What follows belongs to an exercise in optimizing a design on an open flow for small area and a short achievable clock period; a production flow would make more cautious choices. In this exercise RTL edits were held to simulation tests only and were not proved equivalent to the original. Power figures rest on the tool's default switching activity, not on a simulated workload.

== run 1 ==
==> flow/design.v <==
package lhc_pkg;
  localparam int unsigned LIMIT_REGS = 7;
  localparam int unsigned CFG_IDX_W  = 3;
  localparam int unsigned CFG_DATA_W = 16;
  localparam int unsigned DUR_W      = 16;
  localparam int unsigned CNT_W      = 20;
  localparam int unsigned IDX_W      = 4;
  localparam logic [LIMIT_REGS*DUR_W-1:0] LIMIT_RESET = {
    16'd50000, 16'd20000, 16'd10000, 16'd5000,
    16'd2500, 16'd1000, 16'd500
  };
  localparam int unsigned IN_BEAT_W  = 3 + DUR_W;
  localparam int unsigned OUT_BEAT_W = IDX_W + CNT_W + 1;
  localparam int unsigned NUM_RESULTS = 14;
  localparam logic [2:0] CMD_RECORD   = 3'd0;
  localparam logic [2:0] CMD_TIMEOUT  = 3'd1;
  localparam logic [2:0] CMD_USER     = 3'd2;
  localparam logic [2:0] CMD_OVERFLOW = 3'd3;
  localparam logic [2:0] CMD_SNAPSHOT = 3'd4;
endpackage
module lhc_ctrl (
  input  logic       clk_i,
  input  logic       rst_ni,
  input  logic       in_valid_i,
  input  logic [2:0] command_i,
  output logic       in_stall_o,
  output logic       accept_o,
  input  logic       out_stall_i,
  output logic       out_valid_o,
  output logic       load_o,
  output logic [lhc_pkg::IDX_W-1:0] load_idx_o,
  output logic [lhc_pkg::IDX_W-1:0] out_idx_o,
  output logic       out_last_o
);
  localparam logic [lhc_pkg::IDX_W-1:0] LAST_IDX = lhc_pkg::IDX_W'(lhc_pkg::NUM_RESULTS - 1);
  logic dump_q, out_valid_q, last_q;
  logic [lhc_pkg::IDX_W-1:0] idx_q, oidx_q;
  logic snap, load, is_last;
  assign in_stall_o = dump_q;
  assign accept_o   = in_valid_i & ~dump_q;
  assign snap       = accept_o & (command_i == lhc_pkg::CMD_SNAPSHOT);
  assign load       = dump_q & (~out_valid_q | ~out_stall_i);
  assign is_last    = (idx_q == LAST_IDX);
  always_ff @(posedge clk_i or negedge rst_ni) begin
    if (!rst_ni) begin
      dump_q      <= 1'b0;
      out_valid_q <= 1'b0;
      idx_q       <= '0;
    end else begin
      dump_q      <= snap | (dump_q & ~(load & is_last));
      out_valid_q <= load | (out_valid_q & out_stall_i);
      if (load) idx_q <= is_last ? '0 : idx_q + 1'b1;
    end
  end
  always_ff @(posedge clk_i) begin
    if (load) begin
      oidx_q <= idx_q;
      last_q <= is_last;
    end
  end
  assign load_o      = load;
  assign load_idx_o  = idx_q;
  assign out_valid_o = out_valid_q;
  assign out_idx_o   = oidx_q;
  assign out_last_o  = last_q;
endmodule
module lhc_dp (
  input  logic                  clk_i,
  input  logic                  rst_ni,
  input  logic                  cfg_we_i,
  input  logic [lhc_pkg::CFG_IDX_W-1:0]  cfg_index_i,
  input  logic [lhc_pkg::CFG_DATA_W-1:0] cfg_wdata_i,
  input  logic                  accept_i,
  input  logic [2:0]            command_i,
  input  logic [lhc_pkg::DUR_W-1:0] duration_i,
  input  logic                  load_i,
  input  logic [lhc_pkg::IDX_W-1:0] load_idx_i,
  output logic [lhc_pkg::CNT_W-1:0] out_value_o
);
  localparam int unsigned DUR_W = lhc_pkg::DUR_W;
  localparam int unsigned CNT_W = lhc_pkg::CNT_W;
  localparam int unsigned NLIM  = lhc_pkg::LIMIT_REGS;
  logic [DUR_W-1:0] limit_q [NLIM];
  always_ff @(posedge clk_i or negedge rst_ni) begin
    if (!rst_ni) begin
      for (int i = 0; i < NLIM; i++) begin
        limit_q[i] <= lhc_pkg::LIMIT_RESET[i*DUR_W +: DUR_W];
      end
    end else if (cfg_we_i && (cfg_index_i != 3'd7)) begin
      limit_q[cfg_index_i] <= cfg_wdata_i;
    end
  end
  logic [CNT_W-1:0] timeout_q, user_q, ovfc_q;
  always_ff @(posedge clk_i or negedge rst_ni) begin
    if (!rst_ni) begin
      timeout_q <= '0;
      user_q    <= '0;
      ovfc_q    <= '0;
    end else if (accept_i) begin
      if (command_i == lhc_pkg::CMD_TIMEOUT)  timeout_q <= timeout_q + 1'b1;
      if (command_i == lhc_pkg::CMD_USER)     user_q    <= user_q + 1'b1;
      if (command_i == lhc_pkg::CMD_OVERFLOW) ovfc_q    <= ovfc_q + 1'b1;
    end
  end
  logic             rec_q;
  logic [DUR_W-1:0] dur_q;
  logic [NLIM-1:0]  le_q;
  always_ff @(posedge clk_i or negedge rst_ni) begin
    if (!rst_ni) rec_q <= 1'b0;
    else         rec_q <= accept_i & (command_i == lhc_pkg::CMD_RECORD);
  end
  always_ff @(posedge clk_i) begin
    dur_q <= duration_i;
    for (int i = 0; i < NLIM; i++) le_q[i] <= (duration_i <= limit_q[i]);
  end
  logic [CNT_W-1:0] sample_q, total_q;
  logic [DUR_W-1:0] peak_q;
  logic [7:0]       bin_hit;
  logic [CNT_W-1:0] bin_q [8];
  always_comb begin
    logic none;
    none = 1'b1;
    for (int i = 0; i < NLIM; i++) begin
      bin_hit[i] = rec_q & none & le_q[i];
      none       = none & ~le_q[i];
    end
    bin_hit[7] = rec_q & none;
  end
  always_ff @(posedge clk_i or negedge rst_ni) begin
    if (!rst_ni) begin
      sample_q <= '0;
      total_q  <= '0;
      peak_q   <= '0;
      for (int i = 0; i < 8; i++) bin_q[i] <= '0;
    end else begin
      if (rec_q) begin
        sample_q <= sample_q + 1'b1;
        total_q  <= total_q + CNT_W'(dur_q);
        if (dur_q > peak_q) peak_q <= dur_q;
      end
      for (int i = 0; i < 8; i++) begin
        if (bin_hit[i]) bin_q[i] <= bin_q[i] + 1'b1;
      end
    end
  end
  logic [CNT_W-1:0] snap_val;
  always_comb begin
    case (load_idx_i)
      4'd0:    snap_val = sample_q;
      4'd1:    snap_val = total_q;
      4'd2:    snap_val = CNT_W'(peak_q);
      4'd3:    snap_val = bin_q[0];
      4'd4:    snap_val = bin_q[1];
      4'd5:    snap_val = bin_q[2];
      4'd6:    snap_val = bin_q[3];
      4'd7:    snap_val = bin_q[4];
      4'd8:    snap_val = bin_q[5];
      4'd9:    snap_val = bin_q[6];
      4'd10:   snap_val = bin_q[7];
      4'd11:   snap_val = timeout_q;
      4'd12:   snap_val = user_q;
      default: snap_val = ovfc_q;
    endcase
  end
  always_ff @(posedge clk_i) begin
    if (load_i) out_value_o <= snap_val;
  end
endmodule
module latency_histogram_counters_top (
  input  logic                  clk_i,
  input  logic                  rst_ni,
  input  logic                  cfg_we_i,
  input  logic [lhc_pkg::CFG_IDX_W-1:0]  cfg_index_i,
  input  logic [lhc_pkg::CFG_DATA_W-1:0] cfg_wdata_i,
  input  logic                  in_valid_i,
  output logic                  in_stall_o,
  input  logic [lhc_pkg::IN_BEAT_W-1:0]  in_beat_i,
  output logic                  out_valid_o,
  input  logic                  out_stall_i,
  output logic [lhc_pkg::OUT_BEAT_W-1:0] out_beat_o
);
  logic accept, load, last;
  logic [lhc_pkg::IDX_W-1:0] load_idx, out_idx;
  logic [lhc_pkg::CNT_W-1:0] out_value;
  lhc_ctrl u_ctrl (
    .clk_i       (clk_i),
    .rst_ni      (rst_ni),
    .in_valid_i  (in_valid_i),
    .command_i   (in_beat_i[18:16]),
    .in_stall_o  (in_stall_o),
    .accept_o    (accept),
    .out_stall_i (out_stall_i),
    .out_valid_o (out_valid_o),
    .load_o      (load),
    .load_idx_o  (load_idx),
    .out_idx_o   (out_idx),
    .out_last_o  (last)
  );
  lhc_dp u_dp (
    .clk_i       (clk_i),
    .rst_ni      (rst_ni),
    .cfg_we_i    (cfg_we_i),
    .cfg_index_i (cfg_index_i),
    .cfg_wdata_i (cfg_wdata_i),
    .accept_i    (accept),
    .command_i   (in_beat_i[18:16]),
    .duration_i  (in_beat_i[15:0]),
    .load_i      (load),
    .load_idx_i  (load_idx),
    .out_value_o (out_value)
  );
  assign out_beat_o = {out_idx, out_value, last};
endmodule
make LEC_CHECK=0 CAP_MARGIN=20 CORE_MARGIN=2 CORE_UTILIZATION=40 SETUP_SLACK_MARGIN=3.6 SLEW_MARGIN=20 finish   # period 6.0 ns
run.sh (not shown) runs the stock make flow with config.mk's settings and CLKGATE_MAP_FILE= SYNTH_SCRIPT=/design/flow/synth_recipe.tcl, a recipe that flattens the netlist after the stock synthesis.
Run 1 has completed all stages; timing, DRC and antenna checks passed.
The following lists how run 2 was set up differently from run 1:
Settings: SETUP_SLACK_MARGIN now 3.9, was 3.6.
## What came out
The top routing layer in use comes out met5 in one run and met4 in the other, namely in run 2 and run 1 respectively.
Area added between synthesis and finish ended up 14 points higher on run 2 than on run 1.
Run 2 has more setup slack than run 1.
Relative to run 1, the share of the clock period used by the worst path after layout of run 2 is lower by 1.4 points.
On total power, run 1 beats run 2.
The following lists how run 3 was set up differently from run 2:
Settings: SETUP_SLACK_MARGIN: 3.9 -> 3.6; CTS_CLUSTER_SIZE: unset -> 30; CTS_BUF_LIST: unset -> sky130_fd_sc_hd__clkbuf_16; CTS_CLUSTER_DIAMETER: unset -> 80.
==> comparison <==
- Taking run 2 as the reference, in run 3 global placement routability congestion about even, total global-route track usage decreased by 2.1 points relative to the old numbers, logic depth of the worst path, buffers included fell by 2, final cell count decreased by 187 relative to the old numbers, fmax fell by about 3%.
- In run 3 the worst setup slack after placement turned out 0.077 ns higher than in run 2.
- Run 3 vs. run 2: final-layout clock-cell area share went down by 1.1 points.
- When run 3 is set beside run 2, its number of buffers and inverters on the critical path turns out to be 1 smaller.
For run 4, these inputs were changed with respect to run 3:
Settings: swapping 3.6 for 3.3 in SETUP_SLACK_MARGIN; clearing CTS_CLUSTER_DIAMETER, which used to be 80; clearing CTS_CLUSTER_SIZE, which used to be 30; clearing CTS_BUF_LIST, which used to be sky130_fd_sc_hd__clkbuf_16.
### Flow results
- Sequential share of layout area, run 4 and run 3, lower one = run 3.
- Cmp run 4 and run 3 / met3 usage in global routing / higher: run 4
- Run 4 vs run 3 — wire length dropped slightly
- Launching instance or port of the critical path: u_ctrl.idx_q[2] -> run 3, u_ctrl.idx_q[3] -> run 4
- Lower number of buffers inserted to repair setup after CTS was reported by run 4, not run 3.

## re-timing with driven ports
The flow's constraints put no driver on any port. The routed layouts listed below were extracted and timed again, unchanged, in two steps. Step 1 sets driving cells, clkbuf_16 on the clock port and buf_2 on the other inputs (assumed; they add their load-dependent delay and slew). Step 2 adds t to the input delays and takes it off the output delays; t is the mean of the earliest and latest rising clock arrival at the registers after step 1. Input paths then give back, and output paths get back, about the clock's delay inside the block. Slacks: no drivers / after step 1 / after step 2; pairs: no drivers / after step 1.
run | shift t [ns] | setup WS [ns] | slew at the worst register clock pin (ns) | worst data-port slew with drivers (ns) | cell pins on the clock port's net
run 1 | 0.664 | 3.440 / 3.440 / 2.914 | 0.07 / 0.07 | 0.05 | 1
run 2 | 0.653 | 3.526 / 3.526 / 2.957 | 0.07 / 0.07 | 0.06 | 1
run 3 | 0.677 | 3.451 / 3.451 / 2.913 | 0.11 / 0.11 | 0.05 | 1
run 4 | 0.652 | 3.277 / 3.277 / 2.671 | 0.07 / 0.07 | 0.05 | 1
After both steps every run listed still meets setup and hold. For run 4, which loses most, drivers alone change the setup slack by 0.000 ns; drivers and shift together by -0.606 ns.
